What follows belongs to an exercise in optimizing a design on an open flow for small area; a production flow would make more cautious choices.
Only simulation tests tie the RTL to the original design; equivalence was not proved.
The clock port is modelled as an ideal driver; clocking choices that lean on that would not hold on a real chip.
No activity file was given, so power comes from the tool's default toggle rates.

==> module core_control, before the edit <==
module core_control
(
    input  logic        clk,
    input  logic        rst,
    input  logic [15:0] mem_rdata_i,
    output logic [3:0]  ph_o,
    output logic        clr_o,
    output logic [15:0] ir_o,
    output logic [3:0]  p_addr_o   
);
    logic [3:0]  ph_q;
    logic        clr_q;
    logic [15:0] ir_q;
    logic        ph15;
    assign ph15 = (ph_q == 4'd15);
    always_ff @(posedge clk or posedge rst) begin
        if (rst) begin
            ph_q  <= 4'd0;
            clr_q <= 1'b1;
        end else begin
            ph_q <= ph_q + 4'd1;
            if (ph15) clr_q <= 1'b0;
        end
    end
    logic [15:4] ir_eff;
    for (genvar i = 4; i < 16; i++) begin : g_ir
        mux2 u_ld (.a_i(ir_q[i]), .b_i(mem_rdata_i[i]), .s_i(ph15), .y_o(ir_eff[i]));
    end
    always_ff @(posedge clk) begin
        ir_q[15:4] <= ir_eff;
        if (ph15) ir_q[3:0] <= mem_rdata_i[3:0];
    end
    logic ur;
    assign ur = (ir_eff[15:12] == isa_pkg::SW) || (ir_eff[15:12] == isa_pkg::BIZ) ||
                (ir_eff[15:12] == isa_pkg::BNZ);
    for (genvar i = 0; i < 4; i++) begin : g_p_addr
        mux2 u_sel (.a_i(ir_eff[4+i]), .b_i(ir_eff[8+i]), .s_i(ur), .y_o(p_addr_o[i]));
    end
    assign ph_o  = ph_q;
    assign clr_o = clr_q;
    assign ir_o  = ir_q;
endmodule
export LEC_CHECK = 0
export CAP_MARGIN = 20
export CORE_MARGIN = 2
export CORE_UTILIZATION = 65
export SLEW_MARGIN = 20
export SYNTH_HIERARCHICAL = 1
export SYNTH_MINIMUM_KEEP_SIZE = 0
create_clock -name core_clock -period 8.0 [get_ports {clk}]
standard.sh (not shown) runs the stock make flow with config.mk's settings and CLKGATE_MAP_FILE= SYNTH_SCRIPT=/design/flow/synth_recipe.tcl, a recipe that flattens the netlist after the stock synthesis.
==> flow/flow/run.sh <==
#!/bin/bash
# Standard ORFS layout with three changes: ports are buffered with the smallest
# buffer, clock tree synthesis uses larger sink clusters without dummy loads,
# and after CTS logic cells with spare slack are downsized.
set -euo pipefail
bash standard.sh \
  "BUFFER_PORTS_ARGS=-buffer_cell sky130_fd_sc_hd__buf_1" \
  "CTS_ARGS=-sink_clustering_enable -repair_clock_nets -dont_use_dummy_load -sink_clustering_size 28 -sink_clustering_max_diameter 150 -root_buf sky130_fd_sc_hd__clkbuf_8 -tree_buf sky130_fd_sc_hd__clkbuf_8" \
  "POST_CTS_TCL=$PWD/flow/post_cts.tcl" \
  finish > orfs_make.log 2>&1
Other scripts of this flow, unchanged in this note and not shown: flow/flow/downsize.tcl, flow/flow/post_cts.tcl
==> next run, changes <==
--- a/flow/design.v
+++ b/flow/design.v
@@ -248,21 +248,25 @@
             ph_q <= ph_q + 4'd1;
             if (ph15) clr_q <= 1'b0;
         end
     end
-    logic [15:4] ir_eff;
-    for (genvar i = 4; i < 16; i++) begin : g_ir
-        mux2 u_ld (.a_i(ir_q[i]), .b_i(mem_rdata_i[i]), .s_i(ph15), .y_o(ir_eff[i]));
-    end
     always_ff @(posedge clk) begin
-        ir_q[15:4] <= ir_eff;
-        if (ph15) ir_q[3:0] <= mem_rdata_i[3:0];
+        if (ph15) ir_q <= mem_rdata_i;
     end
+    logic ur_ir;
+    logic ur_mem;
     logic ur;
-    assign ur = (ir_eff[15:12] == isa_pkg::SW) || (ir_eff[15:12] == isa_pkg::BIZ) ||
-                (ir_eff[15:12] == isa_pkg::BNZ);
+    assign ur_ir  = (ir_q[15:12] == isa_pkg::SW) || (ir_q[15:12] == isa_pkg::BIZ) ||
+                    (ir_q[15:12] == isa_pkg::BNZ);
+    assign ur_mem = (mem_rdata_i[15:12] == isa_pkg::SW) || (mem_rdata_i[15:12] == isa_pkg::BIZ) ||
+                    (mem_rdata_i[15:12] == isa_pkg::BNZ);
+    assign ur     = ph15 ? ur_mem : ur_ir;
     for (genvar i = 0; i < 4; i++) begin : g_p_addr
-        mux2 u_sel (.a_i(ir_eff[4+i]), .b_i(ir_eff[8+i]), .s_i(ur), .y_o(p_addr_o[i]));
+        mux4 u_sel (
+            .d_i ({mem_rdata_i[8+i], mem_rdata_i[4+i], ir_q[8+i], ir_q[4+i]}),
+            .s_i ({ph15, ur}),
+            .y_o (p_addr_o[i])
+        );
     end
     assign ph_o  = ph_q;
     assign clr_o = clr_q;
     assign ir_o  = ir_q;
Outcome:
- flip-flop and latch count does not change
- die area stays flat
- cell area rose by 0.61%
- synthesized area hardly moves
- via count barely changes
- register-to-register slack improved by 290 ps
- total power fell by 5.3%
- worst setup slack improved by 360 ps
- hold slack is about the same
- cell count fell by 1.0%

-- re-timing with driven ports --
How much do the figures lean on ideal ports? The routed layouts below were timed once more, with nothing changed but the port constraints.
Step 1: set_driving_cell puts a clkbuf_16 on clk and a buf_2 on each other input, an assumption about the parent block.
Step 2 also shifts input and output timing later by t, the mid clock arrival at the registers, as if the neighbouring blocks saw the same clock.
a / b / c = ideal / step 1 / step 2; a / b = the first two.
run | t (ns) | setup WS [ns] | worst setup path at the end | worst data-port slew with drivers (ns)
the first run | 0.530 | 1.683 / 1.649 / 2.179 | register to output | 0.06
the second run | 0.530 | 2.038 / 2.013 / 2.013 | input to output | 0.05
After both steps setup and hold are still met in every run listed. The setup slack of the second run, which loses most, moves by -0.025 ns with the drivers and by -0.025 ns with both steps.
